Context: an optimization exercise on an open-source flow, tuned for small area, a short achievable clock period and few clock cycles per item. The choices shown serve that exercise and are no tape-out recipe. At most, simulation tests tie the RTL to the original design; equivalence was not proved. No activity file was given, so power comes from the tool's default toggle rates.

run 1:
==> module nn_frame_classifier, before the edit <==
module nn_frame_classifier #(
    parameter  int ROW_BITS    = 7,
    parameter  int NUM_ROWS    = 28,
    parameter  int NUM_CLASSES = 10,
    parameter  int CLASS_W     = 4,
    parameter  int FCNT_W      = 8,
    localparam int IMG_BITS    = ROW_BITS * NUM_ROWS,
    localparam int SCORE_W     = $clog2(IMG_BITS + 1)
) (
    input  logic                            clk,
    input  logic                            rst,
    input  logic [ROW_BITS-1:0]             row_in,
    input  logic                            row_valid,
    output logic                            row_ready,
    input  logic                            frame_abort,
    input  logic [NUM_CLASSES*IMG_BITS-1:0] templates,
    output logic                            result_valid,
    input  logic                            result_ack,
    output logic [CLASS_W-1:0]              class_out,
    output logic [SCORE_W-1:0]              class_score,
    output logic                            busy,
    output logic [FCNT_W-1:0]               frame_count
);
    localparam int RC_W = (NUM_ROWS > 1) ? $clog2(NUM_ROWS) : 1;
    localparam logic [RC_W-1:0] LAST_ROW = RC_W'(NUM_ROWS - 1);
    localparam int POP_W = $clog2(ROW_BITS + 1);
    logic                loading;    
    logic                fin;        
    logic                hold;       
    logic [RC_W-1:0]     row_cnt;
    logic                pv;         
    logic                pfirst;     
    logic [POP_W-1:0]    pop [NUM_CLASSES];
    logic [SCORE_W-1:0]  acc [NUM_CLASSES];
    logic                row_accept;
    assign row_ready    = loading && !rst;
    assign result_valid = hold;
    assign busy         = !(row_ready || result_valid);
    assign row_accept = loading && row_valid && !frame_abort && !rst;
    logic [NUM_ROWS-1:0] row_oh;
    always_comb begin
        for (int r = 0; r < NUM_ROWS; r++) row_oh[r] = (row_cnt == RC_W'(r));
    end
    logic [NUM_ROWS-1:0] tcol [NUM_CLASSES][ROW_BITS];
    always_comb begin
        for (int c = 0; c < NUM_CLASSES; c++) begin
            for (int i = 0; i < ROW_BITS; i++) begin
                for (int r = 0; r < NUM_ROWS; r++) begin
                    tcol[c][i][r] = templates[c*IMG_BITS + r*ROW_BITS + i];
                end
            end
        end
    end
    function automatic logic [2:0] count7(input logic [6:0] m);
        logic s1, c1, s2, c2, s3, c3;
        s1 = m[0] ^ m[1] ^ m[2];
        c1 = (m[0] & m[1]) | (m[0] & m[2]) | (m[1] & m[2]);
        s2 = m[3] ^ m[4] ^ m[5];
        c2 = (m[3] & m[4]) | (m[3] & m[5]) | (m[4] & m[5]);
        s3 = s1 ^ s2 ^ m[6];
        c3 = (s1 & s2) | (s1 & m[6]) | (s2 & m[6]);
        count7 = {(c1 & c2) | (c1 & c3) | (c2 & c3), c1 ^ c2 ^ c3, s3};
    endfunction
    logic [ROW_BITS-1:0] tpl_row [NUM_CLASSES];
    logic [ROW_BITS-1:0] match   [NUM_CLASSES];
    logic [POP_W-1:0]    pop_d   [NUM_CLASSES];
    always_comb begin
        for (int c = 0; c < NUM_CLASSES; c++) begin
            for (int i = 0; i < ROW_BITS; i++) begin
                tpl_row[c][i] = |(tcol[c][i] & row_oh);
            end
            match[c] = ~(row_in ^ tpl_row[c]);
            pop_d[c] = count7(match[c]);
        end
    end
    logic [SCORE_W-1:0] score [NUM_CLASSES];
    always_comb begin
        for (int c = 0; c < NUM_CLASSES; c++) begin
            score[c] = (pfirst ? SCORE_W'(0) : acc[c]) + SCORE_W'(pv ? pop[c] : '0);
        end
    end
    always_ff @(posedge clk) begin
        for (int c = 0; c < NUM_CLASSES; c++) begin
            pop[c] <= pop_d[c];
        end
        for (int c = 0; c < NUM_CLASSES; c++) begin
            acc[c] <= score[c];
        end
    end
    always_ff @(posedge clk) begin
        if (rst) begin
            pv     <= 1'b0;
            pfirst <= 1'b0;
        end else begin
            pv     <= row_accept;
            pfirst <= row_accept && (row_cnt == '0);
        end
    end
    always_ff @(posedge clk) begin
        if (rst) begin
            loading     <= 1'b1;
            fin         <= 1'b0;
            hold        <= 1'b0;
            row_cnt     <= '0;
            frame_count <= '0;
        end else if (frame_abort) begin
            loading <= 1'b1;
            fin     <= 1'b0;
            hold    <= 1'b0;
            row_cnt <= '0;
        end else if (loading) begin
            if (row_valid) begin
                if (row_cnt == LAST_ROW) begin
                    row_cnt <= '0;
                    loading <= 1'b0;
                    fin     <= 1'b1;
                end else begin
                    row_cnt <= row_cnt + RC_W'(1);
                end
            end
        end else if (fin) begin
            fin  <= 1'b0;
            hold <= 1'b1;
        end else if (hold && result_ack) begin
            hold        <= 1'b0;
            loading     <= 1'b1;
            frame_count <= frame_count + FCNT_W'(1);
        end
    end
    function automatic logic ge_f(input logic [SCORE_W-1:0] a, input logic [SCORE_W-1:0] b);
        logic r;
        r = 1'b1;
        for (int k = 0; k < SCORE_W; k++) begin
            r = (a[k] & ~b[k]) | (a[k] & r) | (~b[k] & r);
        end
        ge_f = r;
    endfunction
    localparam int NUM_GRP = (NUM_CLASSES + 1) / 2;
    logic [SCORE_W-1:0]     g_score [NUM_GRP];
    logic [CLASS_W-1:0]     g_cls   [NUM_GRP];
    logic                   ge [NUM_GRP][NUM_GRP];
    logic [NUM_GRP-1:0]     win;
    logic [CLASS_W-1:0]     win_cls;
    logic [SCORE_W-1:0]     win_score;
    always_comb begin
        for (int g = 0; g < NUM_GRP; g++) begin
            if (2*g + 1 < NUM_CLASSES && !ge_f(score[2*g], score[2*g+1])) begin
                g_score[g] = score[2*g+1];
                g_cls[g]   = CLASS_W'(2*g + 1);
            end else begin
                g_score[g] = score[2*g];
                g_cls[g]   = CLASS_W'(2*g);
            end
        end
        for (int a = 0; a < NUM_GRP; a++) begin
            for (int b = 0; b < NUM_GRP; b++) begin
                ge[a][b] = ge_f(g_score[a], g_score[b]);
            end
        end
        for (int c = 0; c < NUM_GRP; c++) begin
            win[c] = 1'b1;
            for (int j = 0; j < NUM_GRP; j++) begin
                if (j < c) win[c] = win[c] & !ge[j][c];
                if (j > c) win[c] = win[c] & ge[c][j];
            end
        end
        win_cls   = '0;
        win_score = '0;
        for (int c = 0; c < NUM_GRP; c++) begin
            win_cls   = win_cls   | (win[c] ? g_cls[c]   : '0);
            win_score = win_score | (win[c] ? g_score[c] : '0);
        end
    end
    always_ff @(posedge clk) begin
        if (fin) begin
            class_out   <= win_cls;
            class_score <= win_score;
        end
    end
endmodule
clock: 14.0 ns
lec_check: 0
cap_margin: 20
core_area: 10 10 540 540
die_area: 0 0 550 550
slew_margin: 20
standard.sh (not shown) runs the stock make flow with config.mk's settings and CLKGATE_MAP_FILE= SYNTH_SCRIPT=/design/flow/synth_recipe.tcl, a recipe that flattens the netlist after the stock synthesis.
==> flow/flow/run.sh <==
#!/bin/bash
# Standard layout, with the smallest buffer on every port, pins one track
# apart on a smaller die, and timing repair aimed at a setup slack well above
# what the 14 ns clock needs, so that the achieved period shrinks. The clock
# and constraints are unchanged.
set -e
export BUFFER_PORTS_ARGS="-buffer_cell sky130_fd_sc_hd__buf_1"
export PLACE_PINS_ARGS="-min_distance 1 -min_distance_in_tracks"
bash standard.sh SETUP_SLACK_MARGIN=8.5 finish > standard.log 2>&1
Run 1 -> stages 100% | layout checks FAIL | antenna violations
Testbench counts of run 1, summed over its fixed seeds: cycles 9,600, items 320.
#### Input delta (run 2 over run 1)
--- a/flow/design.v
+++ b/flow/design.v
@@ -49,53 +49,48 @@
                     tcol[c][i][r] = templates[c*IMG_BITS + r*ROW_BITS + i];
                 end
             end
         end
     end
-    function automatic logic [2:0] count7(input logic [6:0] m);
-        logic s1, c1, s2, c2, s3, c3;
-        s1 = m[0] ^ m[1] ^ m[2];
-        c1 = (m[0] & m[1]) | (m[0] & m[2]) | (m[1] & m[2]);
-        s2 = m[3] ^ m[4] ^ m[5];
-        c2 = (m[3] & m[4]) | (m[3] & m[5]) | (m[4] & m[5]);
-        s3 = s1 ^ s2 ^ m[6];
-        c3 = (s1 & s2) | (s1 & m[6]) | (s2 & m[6]);
-        count7 = {(c1 & c2) | (c1 & c3) | (c2 & c3), c1 ^ c2 ^ c3, s3};
-    endfunction
     logic [ROW_BITS-1:0] tpl_row [NUM_CLASSES];
     logic [ROW_BITS-1:0] match   [NUM_CLASSES];
     logic [POP_W-1:0]    pop_d   [NUM_CLASSES];
     always_comb begin
         for (int c = 0; c < NUM_CLASSES; c++) begin
             for (int i = 0; i < ROW_BITS; i++) begin
                 tpl_row[c][i] = |(tcol[c][i] & row_oh);
             end
             match[c] = ~(row_in ^ tpl_row[c]);
-            pop_d[c] = count7(match[c]);
+            pop_d[c] = '0;
+            for (int i = 0; i < ROW_BITS; i++) begin
+                pop_d[c] = pop_d[c] + POP_W'(match[c][i]);
+            end
         end
     end
     logic [SCORE_W-1:0] score [NUM_CLASSES];
     always_comb begin
         for (int c = 0; c < NUM_CLASSES; c++) begin
-            score[c] = (pfirst ? SCORE_W'(0) : acc[c]) + SCORE_W'(pv ? pop[c] : '0);
+            score[c] = (pfirst ? SCORE_W'(0) : acc[c]) + SCORE_W'(pop[c]);
         end
     end
     always_ff @(posedge clk) begin
         for (int c = 0; c < NUM_CLASSES; c++) begin
             pop[c] <= pop_d[c];
         end
-        for (int c = 0; c < NUM_CLASSES; c++) begin
-            acc[c] <= score[c];
+        if (pv) begin
+            for (int c = 0; c < NUM_CLASSES; c++) begin
+                acc[c] <= score[c];
+            end
         end
     end
     always_ff @(posedge clk) begin
         if (rst) begin
             pv     <= 1'b0;
             pfirst <= 1'b0;
         end else begin
             pv     <= row_accept;
-            pfirst <= row_accept && (row_cnt == '0);
+            pfirst <= (row_cnt == '0);
         end
     end
     always_ff @(posedge clk) begin
         if (rst) begin
             loading     <= 1'b1;
@@ -133,44 +128,32 @@
         for (int k = 0; k < SCORE_W; k++) begin
             r = (a[k] & ~b[k]) | (a[k] & r) | (~b[k] & r);
         end
         ge_f = r;
     endfunction
-    localparam int NUM_GRP = (NUM_CLASSES + 1) / 2;
-    logic [SCORE_W-1:0]     g_score [NUM_GRP];
-    logic [CLASS_W-1:0]     g_cls   [NUM_GRP];
-    logic                   ge [NUM_GRP][NUM_GRP];
-    logic [NUM_GRP-1:0]     win;
+    logic                   ge [NUM_CLASSES][NUM_CLASSES];
+    logic [NUM_CLASSES-1:0] win;
     logic [CLASS_W-1:0]     win_cls;
     logic [SCORE_W-1:0]     win_score;
     always_comb begin
-        for (int g = 0; g < NUM_GRP; g++) begin
-            if (2*g + 1 < NUM_CLASSES && !ge_f(score[2*g], score[2*g+1])) begin
-                g_score[g] = score[2*g+1];
-                g_cls[g]   = CLASS_W'(2*g + 1);
-            end else begin
-                g_score[g] = score[2*g];
-                g_cls[g]   = CLASS_W'(2*g);
+        for (int a = 0; a < NUM_CLASSES; a++) begin
+            for (int b = 0; b < NUM_CLASSES; b++) begin
+                ge[a][b] = ge_f(score[a], score[b]);
             end
         end
-        for (int a = 0; a < NUM_GRP; a++) begin
-            for (int b = 0; b < NUM_GRP; b++) begin
-                ge[a][b] = ge_f(g_score[a], g_score[b]);
-            end
-        end
-        for (int c = 0; c < NUM_GRP; c++) begin
+        for (int c = 0; c < NUM_CLASSES; c++) begin
             win[c] = 1'b1;
-            for (int j = 0; j < NUM_GRP; j++) begin
+            for (int j = 0; j < NUM_CLASSES; j++) begin
                 if (j < c) win[c] = win[c] & !ge[j][c];
                 if (j > c) win[c] = win[c] & ge[c][j];
             end
         end
         win_cls   = '0;
         win_score = '0;
-        for (int c = 0; c < NUM_GRP; c++) begin
-            win_cls   = win_cls   | (win[c] ? g_cls[c]   : '0);
-            win_score = win_score | (win[c] ? g_score[c] : '0);
+        for (int c = 0; c < NUM_CLASSES; c++) begin
+            win_cls   = win_cls   | (win[c] ? CLASS_W'(c) : '0);
+            win_score = win_score | (win[c] ? score[c]    : '0);
         end
     end
     always_ff @(posedge clk) begin
         if (fin) begin
             class_out   <= win_cls;
==> comparison <==
Run 2 | status: complete | timing, DRC, antenna: pass
Against run 1, run 2 comes in 2.2% lower on buffer count excluding the clock tree in the final layout.
Combined flip-flop and latch cell area, run 1 and run 2: lower on run 1
Run 2: portion of netlist area occupied by mux cells lower than run 1
Leakage dissipation on run 2 is up relative to run 1.
When run 2 is measured against run 1, its area growth from synthesis to layout turns out 18 points lower.
Looking at number of antenna cells inserted, run 2 sits above run 1.
Post-route fraction of the period consumed by the critical path (run 2 over run 1): increase, 0.63 points
The RTL of run 2 was laid out without a check of its function.

* * *

== maple ==
The RTL this note starts from:
==> flow/design.v <==
module nn_frame_classifier #(
    parameter  int ROW_BITS    = 7,
    parameter  int NUM_ROWS    = 28,
    parameter  int NUM_CLASSES = 10,
    parameter  int CLASS_W     = 4,
    parameter  int FCNT_W      = 8,
    localparam int IMG_BITS    = ROW_BITS * NUM_ROWS,
    localparam int SCORE_W     = $clog2(IMG_BITS + 1)
) (
    input  logic                            clk,
    input  logic                            rst,
    input  logic [ROW_BITS-1:0]             row_in,
    input  logic                            row_valid,
    output logic                            row_ready,
    input  logic                            frame_abort,
    input  logic [NUM_CLASSES*IMG_BITS-1:0] templates,
    output logic                            result_valid,
    input  logic                            result_ack,
    output logic [CLASS_W-1:0]              class_out,
    output logic [SCORE_W-1:0]              class_score,
    output logic                            busy,
    output logic [FCNT_W-1:0]               frame_count
);
    localparam int RC_W = (NUM_ROWS > 1) ? $clog2(NUM_ROWS) : 1;
    localparam logic [RC_W-1:0] LAST_ROW = RC_W'(NUM_ROWS - 1);
    localparam int POP_W = $clog2(ROW_BITS + 1);
    logic                loading;    
    logic                fin;        
    logic                hold;       
    logic [RC_W-1:0]     row_cnt;
    logic                pv;         
    logic                pfirst;     
    logic [POP_W-1:0]    pop [NUM_CLASSES];
    logic [SCORE_W-1:0]  acc [NUM_CLASSES];
    logic                row_accept;
    assign row_ready    = loading && !rst;
    assign result_valid = hold;
    assign busy         = fin;
    assign row_accept = loading && row_valid && !frame_abort && !rst;
    logic [NUM_ROWS-1:0] row_oh;
    always_comb begin
        for (int r = 0; r < NUM_ROWS; r++) row_oh[r] = (row_cnt == RC_W'(r));
    end
    logic [NUM_ROWS-1:0] tcol [NUM_CLASSES][ROW_BITS];
    always_comb begin
        for (int c = 0; c < NUM_CLASSES; c++) begin
            for (int i = 0; i < ROW_BITS; i++) begin
                for (int r = 0; r < NUM_ROWS; r++) begin
                    tcol[c][i][r] = templates[c*IMG_BITS + r*ROW_BITS + i];
                end
            end
        end
    end
    function automatic logic [2:0] count7(input logic [6:0] m);
        logic s1, c1, s2, c2, s3, c3;
        s1 = m[0] ^ m[1] ^ m[2];
        c1 = (m[0] & m[1]) | (m[0] & m[2]) | (m[1] & m[2]);
        s2 = m[3] ^ m[4] ^ m[5];
        c2 = (m[3] & m[4]) | (m[3] & m[5]) | (m[4] & m[5]);
        s3 = s1 ^ s2 ^ m[6];
        c3 = (s1 & s2) | (s1 & m[6]) | (s2 & m[6]);
        count7 = {(c1 & c2) | (c1 & c3) | (c2 & c3), c1 ^ c2 ^ c3, s3};
    endfunction
    logic [ROW_BITS-1:0] tpl_row [NUM_CLASSES];
    logic [ROW_BITS-1:0] match   [NUM_CLASSES];
    logic [POP_W-1:0]    pop_d   [NUM_CLASSES];
    always_comb begin
        for (int c = 0; c < NUM_CLASSES; c++) begin
            for (int i = 0; i < ROW_BITS; i++) begin
                tpl_row[c][i] = |(tcol[c][i] & row_oh);
            end
            match[c] = ~(row_in ^ tpl_row[c]);
            pop_d[c] = count7(match[c]);
        end
    end
    logic [SCORE_W-1:0] score [NUM_CLASSES];
    always_comb begin
        for (int c = 0; c < NUM_CLASSES; c++) begin
            score[c] = (pfirst ? SCORE_W'(0) : acc[c]) + SCORE_W'(pv ? pop[c] : '0);
        end
    end
    always_ff @(posedge clk) begin
        for (int c = 0; c < NUM_CLASSES; c++) begin
            pop[c] <= pop_d[c];
        end
        for (int c = 0; c < NUM_CLASSES; c++) begin
            acc[c] <= score[c];
        end
    end
    always_ff @(posedge clk) begin
        if (rst) begin
            pv     <= 1'b0;
            pfirst <= 1'b0;
        end else begin
            pv     <= row_accept;
            pfirst <= row_accept && (row_cnt == '0);
        end
    end
    always_ff @(posedge clk) begin
        if (rst) begin
            loading     <= 1'b1;
            fin         <= 1'b0;
            hold        <= 1'b0;
            row_cnt     <= '0;
            frame_count <= '0;
        end else if (frame_abort) begin
            loading <= 1'b1;
            fin     <= 1'b0;
            hold    <= 1'b0;
            row_cnt <= '0;
        end else if (loading) begin
            if (row_valid) begin
                if (row_cnt == LAST_ROW) begin
                    row_cnt <= '0;
                    loading <= 1'b0;
                    fin     <= 1'b1;
                end else begin
                    row_cnt <= row_cnt + RC_W'(1);
                end
            end
        end else if (fin) begin
            fin  <= 1'b0;
            hold <= 1'b1;
        end else if (hold && result_ack) begin
            hold        <= 1'b0;
            loading     <= 1'b1;
            frame_count <= frame_count + FCNT_W'(1);
        end
    end
    function automatic logic ge_f(input logic [SCORE_W-1:0] a, input logic [SCORE_W-1:0] b);
        logic r;
        r = 1'b1;
        for (int k = 0; k < SCORE_W; k++) begin
            r = (a[k] & ~b[k]) | (a[k] & r) | (~b[k] & r);
        end
        ge_f = r;
    endfunction
    localparam int NUM_GRP = (NUM_CLASSES + 1) / 2;
    logic [SCORE_W-1:0]     g_score [NUM_GRP];
    logic [CLASS_W-1:0]     g_cls   [NUM_GRP];
    logic                   ge [NUM_GRP][NUM_GRP];
    logic [NUM_GRP-1:0]     win;
    logic [CLASS_W-1:0]     win_cls;
    logic [SCORE_W-1:0]     win_score;
    always_comb begin
        for (int g = 0; g < NUM_GRP; g++) begin
            if (2*g + 1 < NUM_CLASSES && !ge_f(score[2*g], score[2*g+1])) begin
                g_score[g] = score[2*g+1];
                g_cls[g]   = CLASS_W'(2*g + 1);
            end else begin
                g_score[g] = score[2*g];
                g_cls[g]   = CLASS_W'(2*g);
            end
        end
        for (int a = 0; a < NUM_GRP; a++) begin
            for (int b = 0; b < NUM_GRP; b++) begin
                ge[a][b] = ge_f(g_score[a], g_score[b]);
            end
        end
        for (int c = 0; c < NUM_GRP; c++) begin
            win[c] = 1'b1;
            for (int j = 0; j < NUM_GRP; j++) begin
                if (j < c) win[c] = win[c] & !ge[j][c];
                if (j > c) win[c] = win[c] & ge[c][j];
            end
        end
        win_cls   = '0;
        win_score = '0;
        for (int c = 0; c < NUM_GRP; c++) begin
            win_cls   = win_cls   | (win[c] ? g_cls[c]   : '0);
            win_score = win_score | (win[c] ? g_score[c] : '0);
        end
    end
    always_ff @(posedge clk) begin
        if (fin) begin
            class_out   <= win_cls;
            class_score <= win_score;
        end
    end
endmodule
==> flow/config.mk <==
export PLATFORM = sky130hd
export DESIGN_NAME = nn_frame_classifier
export DESIGN_NICKNAME = nn_frame_classifier
export VERILOG_FILES = /design/flow/design.v
export SDC_FILE = /design/flow/constraint.sdc
export NUM_CORES = 4
export LEC_CHECK = 0
export CAP_MARGIN = 20
export CORE_AREA = 10 10 590 590
export DIE_AREA = 0 0 600 600
export SLEW_MARGIN = 20
==> flow/constraint.sdc <==
create_clock -name core_clock -period 14.0 [get_ports {clk}]
set_input_delay 2.8000 -clock core_clock [delete_from_list [all_inputs] [get_ports {clk}]]
set_output_delay 2.8000 -clock core_clock [all_outputs]
set_load 0.01 [all_outputs]
==> flow/flow/run.sh <==
#!/bin/bash
# Standard layout with these changes to how it is made (the clock and
# constraints are unchanged):
#  - the smallest buffer on every port;
#  - on a smaller die, each class's template pins kept
#    together and ordered by row-select mux (flow/group_pins.tcl);
#  - timing repair aimed at a setup slack well above what the 14 ns clock
#    needs, so that the achieved period shrinks.
set -e
export BUFFER_PORTS_ARGS="-buffer_cell sky130_fd_sc_hd__buf_1"
export PRE_IO_PLACEMENT_TCL="$(pwd)/flow/group_pins.tcl"
bash standard.sh SETUP_SLACK_MARGIN=8.0 finish > standard.log 2>&1
==> flow/flow/group_pins.tcl <==
# Keep each class's template pins together on the die edge, ordered so that
# the 28 rows of one template bit (one row-select mux) sit side by side.
for {set c 0} {$c < 10} {incr c} {
  set names {}
  for {set i 0} {$i < 7} {incr i} {
    for {set r 0} {$r < 28} {incr r} {
      lappend names "templates\[[expr {$c*196 + $r*7 + $i}]\]"
    }
  }
  set_io_pin_constraint -pin_names $names -group -order
}
maple: all stages complete, timing, DRC and antenna checks passed
Testbench counts of maple, summed over its fixed seeds: cycles 9,600, items 320.
diff inputs: maple => raven
diff --git a/flow/design.v b/flow/design.v
--- a/flow/design.v
+++ b/flow/design.v
@@ -32,13 +32,13 @@
     logic                pfirst;     
     logic [POP_W-1:0]    pop [NUM_CLASSES];
     logic [SCORE_W-1:0]  acc [NUM_CLASSES];
     logic                row_accept;
     assign row_ready    = loading && !rst;
     assign result_valid = hold;
-    assign busy         = fin;
+    assign busy         = !(row_ready || result_valid);
     assign row_accept = loading && row_valid && !frame_abort && !rst;
     logic [NUM_ROWS-1:0] row_oh;
     always_comb begin
         for (int r = 0; r < NUM_ROWS; r++) row_oh[r] = (row_cnt == RC_W'(r));
     end
     logic [NUM_ROWS-1:0] tcol [NUM_CLASSES][ROW_BITS];
==> comparison <==
- raven vs maple, sequential share of power went down by 1.0 points.
- The lower area after synthesis came out of maple.
- Between maple and raven, power is lower for maple, raven comes in above that.
- Taking maple as the reference point, the power share of the combinational group of raven rises by 2.9 points.
- raven: routability congestion estimate is 0.015 lower than what maple reported.
- Against maple, fmax in raven fell slightly.
- The synthesized cell count of maple and that of raven are within noise of each other.
- Top-level port count: maple vs raven identical
Testbench counts of raven, summed over its fixed seeds: cycles 9,600, items 320.

-- afterwards: timing with drivers on the ports --
No port has a modelled driver above. Below, the same layouts with a new extraction and two added sets of constraints. Step 1 (the two cells are an assumption about what drives the block):
set clk [get_ports {clk}]
set_driving_cell -lib_cell sky130_fd_sc_hd__clkbuf_16 $clk
set_driving_cell -lib_cell sky130_fd_sc_hd__buf_2 [delete_from_list [all_inputs] $clk]
Step 2 times the ports against the registers' clock, not the clock port: input delays grow and output delays shrink by t, the midpoint of the rising clock arrivals with the driver on. Slacks: ideal / step 1 / step 2; pairs: ideal / step 1.
run | shift t [ns] | setup slack, ns | latest minus earliest clock arrival (ns) | worst slew at a driven data input, ns
run 1 | 0.538 | 7.958 / 7.868 / 7.759 | 0.028 / 0.028 | 0.53
run 2 | 0.587 | 7.870 / 7.884 / 7.347 | 0.017 / 0.017 | 0.56
maple | 0.621 | 7.992 / 7.788 / 7.788 | 0.046 / 0.046 | 0.31
raven | 0.607 | 7.955 / 7.825 / 7.825 | 0.044 / 0.044 | 0.20
For run 2, which loses most, drivers alone change the setup slack by +0.014 ns; drivers and shift together by -0.523 ns.
